What follows belongs to an exercise in optimizing a design on an open flow for small area, a short achievable clock period and few clock cycles per item; a production flow would make more cautious choices. Only simulation tests tie the RTL to the original design; equivalence was not proved. Power is estimated from default activity; no workload was simulated.

--- config.mk ---
export PLATFORM = sky130hd
export DESIGN_NAME = circular_deque
export DESIGN_NICKNAME = circular_deque
export VERILOG_FILES = /design/flow/design.v
export SDC_FILE = /design/flow/constraint.sdc
export NUM_CORES = 4
export LEC_CHECK = 0
export CAP_MARGIN = 20
export CORE_MARGIN = 2
export CORE_UTILIZATION = 50
export PLACE_DENSITY = 0.6
export SLEW_MARGIN = 20
--- constraint.sdc ---
create_clock -name core_clock -period 5.5 [get_ports {clk}]
set_input_delay 1.1000 -clock core_clock [delete_from_list [all_inputs] [get_ports {clk}]]
set_output_delay 1.1000 -clock core_clock [all_outputs]
set_load 0.01 [all_outputs]
--- design.v ---
`default_nettype none
package cd_pkg;
  localparam int DEPTH_DEFAULT = 128;
  localparam int DATA_W        = 32;
  localparam logic [1:0] ACT_PUSH_FRONT = 2'd0;
  localparam logic [1:0] ACT_PUSH_REAR  = 2'd1;
  localparam logic [1:0] ACT_POP_FRONT  = 2'd2;
  localparam logic [1:0] ACT_POP_REAR   = 2'd3;
  localparam logic [1:0] ST_DONE       = 2'd0;
  localparam logic [1:0] ST_FULL       = 2'd1;
  localparam logic [1:0] ST_EMPTY      = 2'd2;
  localparam logic [1:0] ST_RESERVED   = 2'd3;
  localparam int RES_W = DATA_W + 4;
endpackage
`default_nettype wire
`default_nettype none
module cd_ctrl (
  input  wire logic                     clk,
  input  wire logic                     rst_n,
  input  wire logic                     in_valid,
  output logic                          in_stall,
  input  wire logic [33:0]              in_data,
  output logic [33:0]                   op,
  output logic                          op_v,
  input  wire logic [cd_pkg::RES_W-1:0] res,
  output logic                          out_valid,
  input  wire logic                     out_stall,
  output logic [cd_pkg::RES_W-1:0]      out_data
);
  logic                     stall_r;
  logic                     opv_r;
  logic [33:0]              op_r;
  logic                     ov_r, s1v_r, s2v_r;
  logic [cd_pkg::RES_W-1:0] o_r, s1_r, s2_r;
  logic acc, o_free;
  logic [1:0] q_nxt;
  logic [2:0] occ_nxt;
  assign acc    = in_valid && !stall_r;
  assign o_free = !ov_r || !out_stall;
  always_comb begin
    q_nxt = 2'(ov_r) + 2'(s1v_r) + 2'(s2v_r) + 2'(opv_r) - 2'(ov_r && !out_stall);
    occ_nxt = 3'(q_nxt) + 3'(acc);
  end
  always_ff @(posedge clk) begin
    op_r <= in_data;
  end
  always_ff @(posedge clk) begin
    if (!rst_n) begin
      stall_r <= 1'b0;
      opv_r   <= 1'b0;
      ov_r    <= 1'b0;
      s1v_r   <= 1'b0;
      s2v_r   <= 1'b0;
    end else begin
      stall_r <= (occ_nxt >= 3'd3);
      opv_r   <= acc;
      if (o_free) begin
        ov_r  <= s1v_r || opv_r;
        s1v_r <= s1v_r && (s2v_r || opv_r);
        s2v_r <= s2v_r && opv_r;
      end else if (!s1v_r) begin
        s1v_r <= opv_r;
      end else if (!s2v_r) begin
        s2v_r <= opv_r;
      end
    end
  end
  always_ff @(posedge clk) begin
    if (o_free) begin
      o_r <= s1v_r ? s1_r : res;
      if (s2v_r) s1_r <= s2_r;
      else if (s1v_r) s1_r <= res;
      if (s2v_r) s2_r <= res;
    end else begin
      if (!s1v_r) s1_r <= res;
      else if (!s2v_r) s2_r <= res;
    end
  end
  assign in_stall  = stall_r;
  assign op        = op_r;
  assign op_v      = opv_r;
  assign out_valid = ov_r;
  assign out_data  = o_r;
endmodule
`default_nettype wire
`default_nettype none
module cd_dpath #(
  parameter int DEPTH = cd_pkg::DEPTH_DEFAULT
) (
  input  wire logic                     clk,
  input  wire logic                     rst_n,
  input  wire logic                     nxt_rear,   
  input  wire logic [33:0]              op,
  input  wire logic                     op_v,
  output logic [cd_pkg::RES_W-1:0]      res
);
  localparam int IDX_W = $clog2(DEPTH);
  localparam int CNT_W = $clog2(DEPTH + 1);
  logic [cd_pkg::DATA_W-1:0] store_mem [DEPTH];
  logic [IDX_W-1:0] head_r, rear_r, head_nxt, rear_nxt;
  logic [IDX_W-1:0] raddr_r, waddr_r;
  logic [CNT_W-1:0] cnt_r, cnt_nxt;
  logic             empty_r, full_r, empty_nxt, full_nxt;
  logic is_pop, at_rear, push_ok, pop_ok;
  logic [1:0] status;
  logic [cd_pkg::DATA_W-1:0] rd_word;
  assign is_pop  = op[33];
  assign at_rear = op[32];
  assign push_ok = op_v && !is_pop && !full_r;
  assign pop_ok  = op_v &&  is_pop && !empty_r;
  always_comb begin
    head_nxt  = head_r;
    rear_nxt  = rear_r;
    cnt_nxt   = cnt_r;
    empty_nxt = empty_r;
    full_nxt  = full_r;
    if (push_ok) begin
      if (at_rear) rear_nxt = rear_r + 1'b1;
      else         head_nxt = head_r - 1'b1;
      cnt_nxt   = cnt_r + 1'b1;
      empty_nxt = 1'b0;
      full_nxt  = (cnt_r == CNT_W'(DEPTH - 1));
    end
    if (pop_ok) begin
      if (at_rear) rear_nxt = rear_r - 1'b1;
      else         head_nxt = head_r + 1'b1;
      cnt_nxt   = cnt_r - 1'b1;
      empty_nxt = (cnt_r == CNT_W'(1));
      full_nxt  = 1'b0;
    end
  end
  always_ff @(posedge clk) begin
    if (!rst_n) begin
      head_r  <= '0;
      rear_r  <= '1;
      cnt_r   <= '0;
      empty_r <= 1'b1;
      full_r  <= 1'b0;
    end else begin
      head_r  <= head_nxt;
      rear_r  <= rear_nxt;
      cnt_r   <= cnt_nxt;
      empty_r <= empty_nxt;
      full_r  <= full_nxt;
    end
  end
  always_ff @(posedge clk) begin
    raddr_r <= nxt_rear ? rear_nxt : head_nxt;
    waddr_r <= nxt_rear ? rear_nxt + 1'b1 : head_nxt - 1'b1;
  end
  always_ff @(posedge clk) begin
    if (push_ok) store_mem[waddr_r] <= op[31:0];
  end
  assign rd_word = store_mem[raddr_r];
  always_comb begin
    status = cd_pkg::ST_DONE;
    if (op_v && !is_pop && full_r) status = cd_pkg::ST_FULL;
    if (op_v &&  is_pop && empty_r) status = cd_pkg::ST_EMPTY;
  end
  assign res = {pop_ok ? rd_word : '0, status, empty_nxt, full_nxt};
endmodule
`default_nettype wire
`default_nettype none
module circular_deque #(
  parameter int DEPTH = cd_pkg::DEPTH_DEFAULT
) (
  input  wire logic          clk,
  input  wire logic          rst_n,
  input  wire logic          in_valid,
  output logic               in_stall,
  input  wire logic [33:0]   in_data,
  output logic               out_valid,
  input  wire logic          out_stall,
  output logic [35:0]        out_data
);
  logic [33:0]              op;
  logic                     op_v;
  logic [cd_pkg::RES_W-1:0] res;
  cd_ctrl u_ctrl (
    .clk       (clk),
    .rst_n     (rst_n),
    .in_valid  (in_valid),
    .in_stall  (in_stall),
    .in_data   (in_data),
    .op        (op),
    .op_v      (op_v),
    .res       (res),
    .out_valid (out_valid),
    .out_stall (out_stall),
    .out_data  (out_data)
  );
  cd_dpath #(
    .DEPTH (DEPTH)
  ) u_dpath (
    .clk      (clk),
    .rst_n    (rst_n),
    .nxt_rear (in_data[32]),
    .op       (op),
    .op_v     (op_v),
    .res      (res)
  );
endmodule
`default_nettype wire
--- run.sh ---
#!/bin/bash
# synth_recipe.tcl (not shown) runs the flow's synth.tcl, then flattens the netlist and writes it again
# the make line also repeats each setting of config.mk as NAME=value (left out here)
make -C /OpenROAD-flow-scripts/flow DESIGN_CONFIG=/design/flow/config.mk WORK_HOME=/design/flow/orfs CLKGATE_MAP_FILE= SYNTH_SCRIPT=/design/flow/synth_recipe.tcl finish
==> summary.md <==
| Metric | Value |
|---|---|
| Syn Nets | `6,907` |
| Initial antenna violation count | `45` |
| Combinational fraction of design power | `8.6%` |
| Worst slew margin relative to its limit | `21.5%` |
| Worst path slowest cell | `a22oi_1` |
| Worst endpoint required time | `6.16 ns` |
| Syn. warnings | `2` |
| Iter 0 DRT Violations | `10,900` |
| DRC viols | `0` |
| Critical Path Most Common Cell | `buf_12` |
| #FFs+latches synth | `4,281` |
| Post-CTS Setup Repair Bufs | `0` |
| Arr. time, crit path | `5.39 ns` |
| IO Port Bufs | `75` |
| Number of global-route vias before repair | `77,700` |
| CTS tree | `done` |
| Hold buffers post-CTS | `0` |
| Core Area | `324,000 µm²` |
| GR Overflow Total | `0` |
| Worst Path Max Fanout | `30` |
| Register area share after synthesis | `78.4%` |
| Htree depth | `5` |
| Switching Power | `16,200 µW` |
| Routed length per instance | `36.5 µm` |
| Clk root buf | `clkbuf_16` |
| Post-DP HPWL | `249 mm` |
| Flop2flop setup slack | `0.77 ns` |
| Crit path capture type | `flip-flop` |
| Leading cell type in the layout, fill and taps excluded | `edfxtp_1` |
| CP delay by family, top | `buffers and inverters` |
| Max Buffers Root-to-Sink | `4` |
| Distinct cell type count after synthesis | `63` |
| GRT Total Usage | `26.6%` |
| I/O pin count | `76` |
| Setup Viol. Count Final | `0` |
| Max Cap Viol | `0` |
| Later-pin clock latency in the skew report | `0.97 ns` |
| Outcome | `timing/DRC/antenna clean` |
| Clock slew at reported path FFs | `0.06 ns` |
| Vias per inst | `6.46` |
| Commonest cells after routing, fill and taps aside | `4,204 x edfxtp_1, 1,206 x mux4_2, 439 x clkbuf_16` |
| Via count | `78,000` |
| Die footprint | `331,000 µm²` |
| CP peak stage delay | `0.90 ns` |
| Achievable clock frequency | `0.212 GHz` |
| Die X-Extent | `575 µm` |
| Final Max Slew Viols | `0` |
| Cells after Synth | `6,853` |
| ANT nets after route | `0` |
| Synthesized area | `163,000 µm²` |
| Switching Share | `22.7%` |
| Crit Path Category | `flip-flop to flip-flop` |
| Final nets | `7,410` |
| Share of layout cells above drive strength 1 | `30.5%` |
| Power Total | `71,200 µW` |
| First-pass GRT wire length | `613 mm` |
| P_leak | `0.0574 µW` |
| Post-cts sizing count | `0` |
| RePlAce Congestion | `0.865` |
| Fin crit share | `85.9%` |
| Fin Setup TNS | `0 ns` |
| Total clock sinks | `4,281` |
| Post-synth EDFFs | `4,204` |
| Syn-to-layout area delta | `14.0%` |
| Clk network pwr share | `40.3%` |
| Post-Route WL | `441 mm` |
| Fin util | `57.3%` |
| Total CTS buffers | `430` |
| Share of power burned in registers | `51.1%` |
| Startpoint types | `flip-flop` |
| Max IR drop VDD | `0.287 mV` |
| RSZ-0062 raised after global routing | `no` |
| Mean area per synthesized cell | `23.8 µm²` |
| Die Ht | `575 µm` |
| Buf+Inv Stages, Crit Path | `4` |
| Cell-internal power | `55,000 µW` |
| Async set-or-reset flop fraction in the synthesized netlist | `0%` |
| Initial Util | `50.3%` |
| Worst Hold Class | `flip-flop to flip-flop` |
| Top FF cell, synth | `edfxtp_1` |
| DR pass1 iterations | `6` |
| Pin count of the biggest net entering global routing | `129` |
| Worst-margin pin slew | `1.18 ns` |
| Fin. Hold Viols | `0` |
| Site row count | `209` |
| Clk_skew | `0.0410 ns` |
| Fin crit period | `4.73 ns` |
| Total power divided by cell area | `383 nW/µm²` |
| CP cell instances | `buf_12 -> buf_12 -> buf_12 -> mux4_2 -> mux4_2 -> a22oi_1 -> buf_4 -> and4_1 -> o31ai_1` |
flip-flops by register name, summed over array words and instances (netlist names), named ones only:
| name | count |
|---|---|
| u_ctrl.ov_r | 1 |
| u_ctrl.opv_r | 1 |
| u_dpath.cnt_r | 8 |
| u_dpath.waddr_r | 7 |
| u_ctrl.s2_r | 36 |
| u_ctrl.o_r | 36 |
| u_dpath.rear_r | 7 |
| u_dpath.store_mem | 4096 |
| u_dpath.full_r | 1 |
| u_dpath.head_r | 7 |
| u_ctrl.s2v_r | 1 |
| u_ctrl.op_r | 34 |
| u_ctrl.stall_r | 1 |
| u_ctrl.s1v_r | 1 |
| u_dpath.empty_r | 1 |
| u_ctrl.s1_r | 36 |
cell type report:
class / instances / area, µm²
clock buffer: 524 / 11300
tap: 4325 / 5410
timing repair buffer: 449 / 4160
inverter: 26 / 113
antenna: 23 / 57.6
clock inverter: 273 / 2380
multi-input combinational: 2168 / 34500
fill: 23400 / 138000
sequential: 4281 / 128000
final timing paths:
kind,to,start,cells after the start
setup reg to reg,u_ctrl.o_r[25]$_DFFE_PN_,flip-flop,9
setup / recovery,u_ctrl.o_r[25]$_DFFE_PN_,flip-flop,9
hold reg to reg,u_dpath.rear_r[6]$_SDFF_PN1_,u_dpath.rear_r[6]$_SDFF_PN1_,2
hold / removal,u_dpath.rear_r[6]$_SDFF_PN1_,u_dpath.rear_r[6]$_SDFF_PN1_,2
routing by layer:
metal  global-route usage (%)  up-vias  wire length (µm)  share of wire, %
met3                     4.86      580             40700               9.2
li1                         -    30600                 -                 -
met4                     7.38       16             12700               2.9
met5                        0        -               105             0.024
met1                     39.2    42900            178000                40
met2                     41.3     3911            209000                47
cell families after synthesis:
group / Yosys count / share of synthesized area, %
DFF: 4281 / 78.4
adders and majority gates: 16 / 0.127
AOI/OAI and AO/OA: 360 / 1.46
and+or+nand+nor: 415 / 1.22
buffers and inverters: 404 / 1.11
muxes: 1349 / 17.5
xor gates and xnor gates: 28 / 0.150
synthesized netlist by cell type, types with 4 or more instances:
| cell type | number | area share (%) |
|---|---|---|
| a21oi_1 | 26 | 0.080 |
| a22oi_1 | 133 | 0.61 |
| a31oi_1 | 5 | 0.019 |
| and2_1 | 8 | 0.031 |
| and3_1 | 5 | 0.019 |
| and4_1 | 32 | 0.17 |
| buf_1 | 38 | 0.088 |
| buf_2 | 140 | 0.43 |
| buf_4 | 14 | 0.064 |
| buf_6 | 9 | 0.062 |
| clkbuf_1 | 177 | 0.41 |
| dfxtp_1 | 77 | 0.95 |
| edfxtp_1 | 4204 | 77 |
| ha_1 | 15 | 0.12 |
| inv_1 | 22 | 0.051 |
| mux2_2 | 6 | 0.041 |
| mux2i_1 | 137 | 0.84 |
| mux4_2 | 1206 | 17 |
| nand2_1 | 84 | 0.19 |
| nand2b_1 | 4 | 0.015 |
| nand3_1 | 21 | 0.064 |
| nand3b_1 | 5 | 0.023 |
| nand4_1 | 5 | 0.019 |
| nor2_1 | 195 | 0.45 |
| nor2b_1 | 9 | 0.035 |
| nor3_1 | 13 | 0.040 |
| nor4_1 | 9 | 0.035 |
| o21ai_0 | 46 | 0.14 |
| o21ai_1 | 32 | 0.098 |
| o22ai_1 | 63 | 0.24 |
| o31ai_1 | 32 | 0.15 |
| or2_2 | 7 | 0.027 |
| xnor2_1 | 13 | 0.070 |
| xor2_1 | 15 | 0.081 |
power by group through the flow:
| stage | Clock (µW) | Sequential (µW) | Combinational (µW) |
|---|---|---|---|
| 5_1_grt | 30400 | 36400 | 6380 |
| 4_1_cts | 29100 | 36400 | 6130 |
| 3_3_place_gp | 0 | 37100 | 6070 |
| 2_1_floorplan | 0 | 37000 | 3750 |
| 3_5_place_dp | 0 | 37100 | 6110 |
| 6_report | 28700 | 36400 | 6100 |
tightest hold or removal path: cells and delay by family, from the launching register on:
family                    cells  cell delay [ns]
DFF                           1             0.32
xor gates and xnor gates      1             0.12
and+or+nand+nor               1             0.08
per-stage QoR:
stage | hold WS (ns) | instance area (µm²) | cells | setup WS (ns)
floorplan | 0.499 | 163000 | 6853 | 0.407
global placement | 0.525 | 172000 | 11200 | 0.769
detailed placement | 0.534 | 172000 | 11200 | 0.763
CTS | 0.488 | 186000 | 12000 | 0.749
global route | 0.530 | 186000 | 12100 | 0.714
finish | 0.552 | 186000 | 12100 | 0.774
Testbench counts, summed over its fixed seeds: cycles 36,656, items 32,000.

-- static timing again, ports no longer ideal --
In the flow no input, the clock included, has a driving cell. The finished layout below was timed again as built, in two steps.
Step 1 assumes that a clkbuf_16 drives the clock port and a buf_2 every other input.
Step 2, shift: input delay + t, output delay - t, t = (earliest + latest rising clock arrival at the registers) / 2. This alone moves slack from input paths to output paths.
Three values: ideal ports, drivers, drivers and shift; two values: the first two.
t, ns: 1.049
slack for setup (ns): 0.774 / 0.774 / 0.774
hold WS [ns]: 0.552 / 0.487 / 0.552
After both steps setup and hold are still met in this run. For this run, drivers alone change the setup slack by 0.000 ns; drivers and shift together by 0.000 ns.
